From an optimization exercise on the open Yosys and OpenROAD flow, aimed at small area and a short achievable clock period; shortcuts taken in it are not production practice.
Only simulation tests tie the RTL to the original design; equivalence was not proved.
Power is estimated from default activity; no workload was simulated.

File: flow/design.v
package cpu_pkg;
	localparam int xlen       = 32;  
	localparam int reg_addr_w = 5;   
	localparam logic [5:0] op_rtype = 6'b000000;  
	localparam logic [5:0] op_addi  = 6'b001000;
	localparam logic [5:0] op_beq   = 6'b000100;
	localparam logic [5:0] fn_add = 6'd32;
	localparam logic [5:0] fn_sub = 6'd34;
	localparam logic [5:0] fn_and = 6'd36;
	localparam logic [5:0] fn_or  = 6'd37;
	localparam logic [5:0] fn_nor = 6'd39;
	localparam logic [5:0] fn_slt = 6'd42;  
	localparam logic [1:0] aluop_add   = 2'b00;  
	localparam logic [1:0] aluop_sub   = 2'b01;  
	localparam logic [1:0] aluop_funct = 2'b10;  
	localparam logic [3:0] alu_and = 4'd0;
	localparam logic [3:0] alu_or  = 4'd1;
	localparam logic [3:0] alu_add = 4'd2;
	localparam logic [3:0] alu_sub = 4'd6;
	localparam logic [3:0] alu_slt = 4'd7;
	localparam logic [3:0] alu_nor = 4'd12;
	typedef union packed {
		struct packed {
			logic [5:0]            opcode;
			logic [reg_addr_w-1:0] rs;
			logic [reg_addr_w-1:0] rt;
			logic [reg_addr_w-1:0] rd;     
			logic [4:0]            shamt;  
			logic [5:0]            funct;
		} r;
		struct packed {
			logic [5:0]            opcode;
			logic [reg_addr_w-1:0] rs;
			logic [reg_addr_w-1:0] rt;     
			logic [15:0]           imm;    
		} i;
	} instr_t;
endpackage
`timescale 1ns/100ps
module reg_file (
	input  logic        clk,
	input  logic        rst,
	input  logic [4:0]  i_rs,     
	input  logic [4:0]  i_rt,     
	input  logic        i_we,     
	input  logic [4:0]  i_wreg,
	input  logic [31:0] i_wdata,
	output logic [31:0] o_rs_data,
	output logic [31:0] o_rt_data
);
	logic [31:0] regs [32];  
	always_comb
	begin
		if (i_rs == 5'd0)
			o_rs_data = '0;  
		else if (i_we && (i_rs == i_wreg))
			o_rs_data = i_wdata;  
		else
			o_rs_data = regs[i_rs];
		if (i_rt == 5'd0)
			o_rt_data = '0;
		else if (i_we && (i_rt == i_wreg))
			o_rt_data = i_wdata;
		else
			o_rt_data = regs[i_rt];
	end
	always_ff @(posedge clk)
	begin
		if (!rst)
		begin
			for (int i = 0; i < 32; i++)
				regs[i] <= '0;
		end
		else if (i_we && (i_wreg != 5'd0))
			regs[i_wreg] <= i_wdata;  
	end
endmodule
`timescale 1ns/100ps
module fetch_stage #(
	parameter int imem_depth = 64  
) (
	input  logic                              clk,
	input  logic                              rst,
	input  logic                              i_stall,
	input  logic                              i_branch_taken,   
	input  logic [cpu_pkg::xlen-1:0]          i_branch_target,
	input  logic                              i_imem_we,        
	input  logic [$clog2(imem_depth)-1:0]     i_imem_addr,      
	input  cpu_pkg::instr_t                   i_imem_data,
	output cpu_pkg::instr_t                   o_instr,
	output logic [cpu_pkg::xlen-1:0]          o_pc_next,
	output logic                              o_valid
);
	localparam int idx_w = $clog2(imem_depth);  
	logic [cpu_pkg::xlen-1:0] imem [imem_depth];  
	logic [cpu_pkg::xlen-1:0] pc;
	logic [cpu_pkg::xlen-1:0] pc_plus4;
	logic [cpu_pkg::xlen-1:0] pc_sel;
	cpu_pkg::instr_t          fetched;
	assign pc_plus4 = pc + 'd4;
	assign pc_sel   = i_branch_taken ? i_branch_target : pc_plus4;  
	assign fetched  = imem[pc[idx_w+1:2]];  
	always_ff @(posedge clk)
	begin
		if (i_imem_we)
			imem[i_imem_addr] <= i_imem_data;
	end
	always_ff @(posedge clk)
	begin
		if (!rst)
			pc <= '0;  
		else if (!i_stall)
			pc <= pc_sel;
	end
	always_ff @(posedge clk)
	begin
		if (!rst)
			o_valid <= 1'b0;
		else if (!i_stall)
			o_valid <= !i_branch_taken;  
	end
	always_ff @(posedge clk)
	begin
		if (!i_stall)
		begin
			o_instr   <= fetched;
			o_pc_next <= pc_plus4;  
		end
	end
endmodule
`timescale 1ns/100ps
module decode_stage (
	input  logic                              clk,
	input  logic                              rst,
	input  logic                              i_stall,
	input  logic                              i_flush,     
	input  cpu_pkg::instr_t                   i_instr,
	input  logic [cpu_pkg::xlen-1:0]          i_pc_next,
	input  logic                              i_valid,
	input  logic                              i_we,        
	input  logic [cpu_pkg::reg_addr_w-1:0]    i_wreg,
	input  logic [cpu_pkg::xlen-1:0]          i_wdata,
	output logic [cpu_pkg::xlen-1:0]          o_rs_val,
	output logic [cpu_pkg::xlen-1:0]          o_rt_val,
	output logic [cpu_pkg::xlen-1:0]          o_imm,
	output logic [cpu_pkg::reg_addr_w-1:0]    o_dest,
	output logic                              o_regwrite,
	output logic                              o_alusrc,
	output logic                              o_branch,
	output logic [1:0]                        o_aluop,
	output logic [5:0]                        o_funct,
	output logic [cpu_pkg::xlen-1:0]          o_pc_next,
	output logic                              o_valid
);
	logic [cpu_pkg::xlen-1:0]       rs_data;
	logic [cpu_pkg::xlen-1:0]       rt_data;
	logic [cpu_pkg::xlen-1:0]       imm_ext;
	logic [cpu_pkg::reg_addr_w-1:0] dest;
	logic                  regdst;    
	logic                  alusrc;    
	logic                  regwrite;
	logic                  branch;
	logic [1:0]            aluop;
	reg_file reg_file_inst (
		.clk       (clk),
		.rst       (rst),
		.i_rs      (i_instr.r.rs),
		.i_rt      (i_instr.r.rt),
		.i_we      (i_we),
		.i_wreg    (i_wreg),
		.i_wdata   (i_wdata),
		.o_rs_data (rs_data),
		.o_rt_data (rt_data)
	);
	always_comb
	begin
		regdst   = 1'b0;
		alusrc   = 1'b0;
		regwrite = 1'b0;
		branch   = 1'b0;
		aluop    = cpu_pkg::aluop_add;
		case (i_instr.r.opcode)
			cpu_pkg::op_rtype:
			begin
				regdst   = 1'b1;
				regwrite = 1'b1;
				aluop    = cpu_pkg::aluop_funct;
			end
			cpu_pkg::op_addi:
			begin
				alusrc   = 1'b1;
				regwrite = 1'b1;
			end
			cpu_pkg::op_beq:
			begin
				branch = 1'b1;
				aluop  = cpu_pkg::aluop_sub;  
			end
			default: regwrite = 1'b0;  
		endcase
	end
	assign imm_ext = {{(cpu_pkg::xlen-16){i_instr.i.imm[15]}}, i_instr.i.imm};  
	assign dest    = regdst ? i_instr.r.rd : i_instr.i.rt;
	always_ff @(posedge clk)
	begin
		if (!rst)
		begin
			o_valid    <= 1'b0;
			o_regwrite <= 1'b0;
			o_branch   <= 1'b0;
			o_alusrc   <= 1'b0;
			o_aluop    <= cpu_pkg::aluop_add;
		end
		else if (!i_stall)
		begin
			o_valid    <= i_valid && !i_flush;  
			o_regwrite <= regwrite;
			o_branch   <= branch;
			o_alusrc   <= alusrc;
			o_aluop    <= aluop;
		end
	end
	always_ff @(posedge clk)
	begin
		if (!i_stall)
		begin
			o_rs_val  <= rs_data;
			o_rt_val  <= rt_data;
			o_imm     <= imm_ext;
			o_dest    <= dest;
			o_funct   <= i_instr.r.funct;
			o_pc_next <= i_pc_next;
		end
	end
endmodule
`timescale 1ns/100ps
module execute_stage (
	input  logic                              clk,
	input  logic                              rst,
	input  logic                              i_stall,
	input  logic [cpu_pkg::xlen-1:0]          i_rs_val,
	input  logic [cpu_pkg::xlen-1:0]          i_rt_val,
	input  logic [cpu_pkg::xlen-1:0]          i_imm,
	input  logic [cpu_pkg::reg_addr_w-1:0]    i_dest,
	input  logic                              i_regwrite,
	input  logic                              i_alusrc,
	input  logic                              i_branch,
	input  logic [1:0]                        i_aluop,
	input  logic [5:0]                        i_funct,
	input  logic [cpu_pkg::xlen-1:0]          i_pc_next,
	input  logic                              i_valid,
	output logic                              o_branch_taken,  
	output logic [cpu_pkg::xlen-1:0]          o_branch_target,
	output logic                              o_we,            
	output logic [cpu_pkg::reg_addr_w-1:0]    o_wreg,
	output logic [cpu_pkg::xlen-1:0]          o_wdata
);
	logic [3:0]      alu_ctrl;
	logic [cpu_pkg::xlen-1:0] alu_b;
	logic [cpu_pkg::xlen-1:0] alu_res;
	logic            we_q;  
	always_comb
	begin
		case (i_aluop)
			cpu_pkg::aluop_add: alu_ctrl = cpu_pkg::alu_add;
			cpu_pkg::aluop_sub: alu_ctrl = cpu_pkg::alu_sub;
			default:
			begin
				case (i_funct)
					cpu_pkg::fn_add:  alu_ctrl = cpu_pkg::alu_add;
					cpu_pkg::fn_sub:  alu_ctrl = cpu_pkg::alu_sub;
					cpu_pkg::fn_and:  alu_ctrl = cpu_pkg::alu_and;
					cpu_pkg::fn_or:   alu_ctrl = cpu_pkg::alu_or;
					cpu_pkg::fn_nor:  alu_ctrl = cpu_pkg::alu_nor;
					cpu_pkg::fn_slt:  alu_ctrl = cpu_pkg::alu_slt;
					default: alu_ctrl = 4'hf;  
				endcase
			end
		endcase
	end
	assign alu_b = i_alusrc ? i_imm : i_rt_val;
	always_comb
	begin
		case (alu_ctrl)
			cpu_pkg::alu_and: alu_res = i_rs_val & alu_b;
			cpu_pkg::alu_or:  alu_res = i_rs_val | alu_b;
			cpu_pkg::alu_add: alu_res = i_rs_val + alu_b;
			cpu_pkg::alu_sub: alu_res = i_rs_val - alu_b;
			cpu_pkg::alu_slt: alu_res = ($signed(i_rs_val) < $signed(alu_b)) ? 'd1 : '0;
			cpu_pkg::alu_nor: alu_res = ~(i_rs_val | alu_b);
			default: alu_res = '0;
		endcase
	end
	assign o_branch_taken  = i_valid && i_branch && (alu_res == '0);
	assign o_branch_target = i_pc_next + {i_imm[cpu_pkg::xlen-3:0], 2'b00};  
	always_ff @(posedge clk)
	begin
		if (!rst)
			we_q <= 1'b0;
		else if (!i_stall)
			we_q <= i_valid && i_regwrite && (i_dest != '0);  
	end
	always_ff @(posedge clk)
	begin
		if (!i_stall)
		begin
			o_wreg  <= i_dest;
			o_wdata <= alu_res;
		end
	end
	assign o_we = we_q && !i_stall;  
endmodule
`timescale 1ns/100ps
module cpu_core #(
	parameter int imem_depth = 64  
) (
	input  logic                              clk,
	input  logic                              rst,
	input  logic                              i_stall,      
	input  logic                              i_imem_we,
	input  logic [$clog2(imem_depth)-1:0]     i_imem_addr,
	input  cpu_pkg::instr_t                   i_imem_data,
	output logic                              o_wb_valid,   
	output logic [cpu_pkg::reg_addr_w-1:0]    o_wb_reg,
	output logic [cpu_pkg::xlen-1:0]          o_wb_data
);
	cpu_pkg::instr_t                f_instr;
	logic [cpu_pkg::xlen-1:0]       f_pc_next;
	logic                  f_valid;
	logic [cpu_pkg::xlen-1:0]       d_rs_val;
	logic [cpu_pkg::xlen-1:0]       d_rt_val;
	logic [cpu_pkg::xlen-1:0]       d_imm;
	logic [cpu_pkg::reg_addr_w-1:0] d_dest;
	logic                  d_regwrite;
	logic                  d_alusrc;
	logic                  d_branch;
	logic [1:0]            d_aluop;
	logic [5:0]            d_funct;
	logic [cpu_pkg::xlen-1:0]       d_pc_next;
	logic                  d_valid;
	logic                  x_taken;
	logic [cpu_pkg::xlen-1:0]       x_target;
	fetch_stage #(
		.imem_depth (imem_depth)
	) fetch_stage_inst (
		.clk             (clk),
		.rst             (rst),
		.i_stall         (i_stall),
		.i_branch_taken  (x_taken),
		.i_branch_target (x_target),
		.i_imem_we       (i_imem_we),
		.i_imem_addr     (i_imem_addr),
		.i_imem_data     (i_imem_data),
		.o_instr         (f_instr),
		.o_pc_next       (f_pc_next),
		.o_valid         (f_valid)
	);
	decode_stage decode_stage_inst (
		.clk        (clk),
		.rst        (rst),
		.i_stall    (i_stall),
		.i_flush    (x_taken),
		.i_instr    (f_instr),
		.i_pc_next  (f_pc_next),
		.i_valid    (f_valid),
		.i_we       (o_wb_valid),  
		.i_wreg     (o_wb_reg),
		.i_wdata    (o_wb_data),
		.o_rs_val   (d_rs_val),
		.o_rt_val   (d_rt_val),
		.o_imm      (d_imm),
		.o_dest     (d_dest),
		.o_regwrite (d_regwrite),
		.o_alusrc   (d_alusrc),
		.o_branch   (d_branch),
		.o_aluop    (d_aluop),
		.o_funct    (d_funct),
		.o_pc_next  (d_pc_next),
		.o_valid    (d_valid)
	);
	execute_stage execute_stage_inst (
		.clk             (clk),
		.rst             (rst),
		.i_stall         (i_stall),
		.i_rs_val        (d_rs_val),
		.i_rt_val        (d_rt_val),
		.i_imm           (d_imm),
		.i_dest          (d_dest),
		.i_regwrite      (d_regwrite),
		.i_alusrc        (d_alusrc),
		.i_branch        (d_branch),
		.i_aluop         (d_aluop),
		.i_funct         (d_funct),
		.i_pc_next       (d_pc_next),
		.i_valid         (d_valid),
		.o_branch_taken  (x_taken),
		.o_branch_target (x_target),
		.o_we            (o_wb_valid),
		.o_wreg          (o_wb_reg),
		.o_wdata         (o_wb_data)
	);
endmodule
File: flow/run.sh
#!/bin/bash
# synth_recipe.tcl (not shown) runs the flow's synth.tcl, then flattens the netlist and writes it again
# the make line also repeats each setting of config.mk as NAME=value (left out here)
make -C /OpenROAD-flow-scripts/flow DESIGN_CONFIG=/design/flow/config.mk WORK_HOME=/design/flow/orfs CLKGATE_MAP_FILE= SYNTH_SCRIPT=/design/flow/synth_recipe.tcl finish
File: flow/config.mk
export PLATFORM = sky130hd
export DESIGN_NAME = cpu_core
export DESIGN_NICKNAME = cpu_core
export VERILOG_FILES = /design/flow/design.v
export SDC_FILE = /design/flow/constraint.sdc
export NUM_CORES = 4
export LEC_CHECK = 0
export CAP_MARGIN = 20
export CORE_MARGIN = 2
export CORE_UTILIZATION = 40
export SLEW_MARGIN = 20
File: flow/constraint.sdc
create_clock -name core_clock -period 6.0 [get_ports {clk}]
set_input_delay 1.2000 -clock core_clock [delete_from_list [all_inputs] [get_ports {clk}]]
set_output_delay 1.2000 -clock core_clock [all_outputs]
set_load 0.01 [all_outputs]
==> notes.md <==
## cells in the mapped netlist, types with 7 or more instances
library cell	n	area, um2
a211o_1	7	61.3
a211oi_1	48	360
a21o_1	11	82.6
a21oi_1	115	576
a221oi_1	8	70.1
a22oi_1	14	105
a31oi_1	13	81.3
and2_1	997	6240
and3_1	11	68.8
buf_1	105	394
buf_2	12	60.1
clkbuf_1	468	1760
dfxtp_1	13	260
edfxtp_1	3238	97200
ha_1	113	1410
inv_1	136	510
mux2_2	7	78.8
mux2i_1	108	1080
mux4_2	1312	29500
nand2_1	71	267
nand2b_1	23	144
nand3_1	29	145
nand3b_1	10	75.1
nand4_1	7	43.8
nor2_1	260	976
nor2b_1	18	113
nor3_1	26	130
nor4_1	20	125
nor4b_1	7	61.3
o2111ai_1	10	87.6
o211ai_1	18	135
o21ai_0	79	395
o21bai_1	11	82.6
o221ai_1	10	87.6
o22ai_1	7	43.8
o31ai_1	13	97.6
or4_1	9	67.6
xnor2_1	27	236
xor2_1	15	131
## cell families after synthesis
kind of cell | after synthesis | synth area share, %
compound gates | 432 | 2.02
xor+xnor | 42 | 0.254
fa+ha+maj | 116 | 1.02
buf+inv | 735 | 1.97
flops | 3251 | 67.4
mux | 1427 | 21.2
other cells | 1 | 0.00259
simple gates | 1531 | 6.10
## how the worst max path moves through the flow
stage                                            start                endpoint  slack, ns  cells past startpoint
after floorplan           decode_stage_inst.o_funct[0]  fetch_stage_inst.pc[2]       0.52                     21
after global placement      decode_stage_inst.o_alusrc  fetch_stage_inst.pc[2]       0.36                     16
after detailed placement    decode_stage_inst.o_alusrc  fetch_stage_inst.pc[2]       0.27                     15
after CTS                   decode_stage_inst.o_alusrc  fetch_stage_inst.pc[2]       0.28                     15
after global routing        decode_stage_inst.o_alusrc  fetch_stage_inst.pc[2]       0.05                     16
final                       decode_stage_inst.o_alusrc  fetch_stage_inst.pc[2]       0.28                     16
## per-layer routing
| layer | vias to the layer above | part of all wire [%] | track usage, % |
|---|---|---|---|
| met2 | 3481 | 47 | 35.9 |
| met4 | 4 | 3.8 | 7.85 |
| met1 | 41500 | 41 | 32.8 |
| li1 | 31000 | - | - |
| met5 | - | 0.0074 | 0 |
| met3 | 634 | 7.9 | 3.47 |
## state kept, by name, indices dropped and copies added, names as in the netlist, 11 cells and up
signal / count
fetch_stage_inst.o_instr: 32
execute_stage_inst.o_wdata: 32
decode_stage_inst.o_rt_val: 32
decode_stage_inst.reg_file_inst.regs: 1024
decode_stage_inst.o_imm: 11
fetch_stage_inst.imem: 2048
decode_stage_inst.o_rs_val: 32
## critical path, stage by stage (launching register included)
cell and delay (ns):
dfxtp_1 0.49, buf_4 0.20, mux2i_1 0.41, ha_1 0.34, o21ba_2 0.25, nor4_2 0.41
o21ai_0 0.23, buf_4 0.20, a311oi_1 0.39, o31ai_1 0.17, a21boi_0 0.38, o21ai_0 0.26
a2111oi_0 0.44, a32oi_1 0.13, or4b_4 0.65, or3_4 0.39, a211o_1 0.27
## where the power goes
group | total (mW) | switching (mW) | internal [mW]
registers | 26.2 | 0.569 | 25.6
logic | 7.81 | 4.72 | 3.09
clock network | 20.5 | 8.87 | 11.7
total | 54.5 | 14.2 | 40.4
## area by class of cell
cell class              count  area share (%)
clock inverters           186           0.935
flip-flops and latches   3251            59.4
multi-input cells        3580            27.7
inverters                 137           0.318
diodes                     16          0.0244
repair buffers            398            2.37
well taps                4773            3.64
clock buffers             435            5.58
==> impl_metrics.yaml <==
sta:
  fmax_mhz: 175
  maxSlewHeadroom_pct: 21.9
  setup_slack_ns: 0.278
  hold_viol: 0
  finalMaxSlewViolations: 0
  tns_ns: 0
  setup_viol: 0
  hold_ws_ns: 0.419
  fin_crit_sh_pct: 95.4
  fin_crit_ns: 5.72
  finalClockSkew_ns: 0.100
  rsz0062_at_grt: "false"
  worst_pin_slew_ns: 1.17
flow_run:
  maxCapViolations: 0
global_route:
  grt_first_pass_wirelength_um: 596000
  grt_usage_pct: 22.9
  grt_pass1_vias: 77800
  grt_antenna_before_repair: 37
  grt_overflow: 0
  grt_max_degree: 117
setup_path:
  cp_max_fo: 11
  r2r-start: "decode_stage_inst.o_alusrc"
  r2r_end: "fetch_stage_inst.pc[2]"
  end_kind: "flip-flop"
  reg2regPathDepth: 16
  critPathLaunchType: "flip-flop"
  r2r_setup_slack_ns: 0.28
  cp.required_ns: 6.79
  cp.arrival_ns: 6.51
  path_class: "flip-flop to flip-flop"
placement:
  place.gp.congestion: 0.884
  placed_area_um2: 153000
  dp_hpwl_um: 249000
  placed_cells: 12100
  place.port_buffers: 79
  place_ws_ns: 0.274
routing:
  route.antenna.remaining_nets: 0
  dr.pass1.iters: 6
  wl_per_cell_um: 33.0
  drt-vias-per-instance: 5.99
  wl_um: 421000
  drc: 0
  drt-initial-drc-count: 9864
  vias: 76600
synthesis:
  synthArstFlopShare_pct: 0
  synth_area_um2: 145000
  yosysWarnings: 4
  netlist_instances: 7535
  ys_ff_latch: 3251
  synth_edf_count: 3238
  synth.avg_cell_area_um2: 19.2
  synthFlopType: "edfxtp_1"
  ys_seq_area_share_pct: 67.4
  synth_cell_types: 100
layout:
  stdcell_count: 12800
  final_cell_mix: "edfxtp_1, mux4_2, and2_1"
  final_common_cell: "edfxtp_1"
  multi_input_area_um2: 45500
  drive_above_1_share_pct: 28.9
  nFillCells: 30200
  seq_area_um2: 97500
  fin_util_pct: 45.7
  area_growth_syn_to_layout_pct: 13.5
  finalInstanceArea_um2: 164000
  nNetsFinal: 7872
worst_hold_path:
  worstHoldPathType: "flip-flop to flip-flop"
  whs_path_depth: 0
  min_from: "fetch_stage_inst.o_pc_next[3]"
  hold_end: "decode_stage_inst.o_pc_next[3]"
die:
  io_pins: 80
  die_w_um: 605
  die_area_um2: 366000
  start_util_pct: 40.2
  die_h_um: 605
  core_um2: 359000
  num_rows: 220
clock_tree:
  root_buffer: "clkbuf_16"
  clk_pin_slew_ns: 0.06
  postCtsSetupBuffers: 0
  clock_latency_ns: 0.96
  cts.repair.resized: 0
  hold_buffers: 0
  tritoncts: "built"
  numCtsBuffers: 346
  cts-htree-levels: 5
  clock_tree.buffer_depth: 4
  cts_num_sinks: 3251
outcome:
  status: "timing/DRC/antenna clean"
pwr:
  leakagePower_nw: 53.2
  peakVddDrop_v: 0.000227
  p_total_mw: 54.5
  p_per_area_nw_per_um2: 332

separate check: timing with driven ports:
The flow's constraints put no driver on any port. The routed layout listed below was extracted and timed again, unchanged, in two steps. Step 1, drivers: a clkbuf_16 drives clk and a buf_2 each remaining input, both assumed. Step 2 also shifts input and output timing later by t, the mid clock arrival at the registers, as if the neighbouring blocks saw the same clock. Slacks: ideal / step 1 / step 2; pairs: ideal / step 1.
t, ns: 1.012
slack for setup (ns): 0.278 / 0.278 / 0.278
clock arrival spread, ns: 0.101 / 0.101
worst slew at a driven data input, ns: 0.15
pins driven straight from the clock port: 1
After both steps this run still meets setup and hold. For this run, drivers alone change the setup slack by 0.000 ns; drivers and shift together by 0.000 ns.
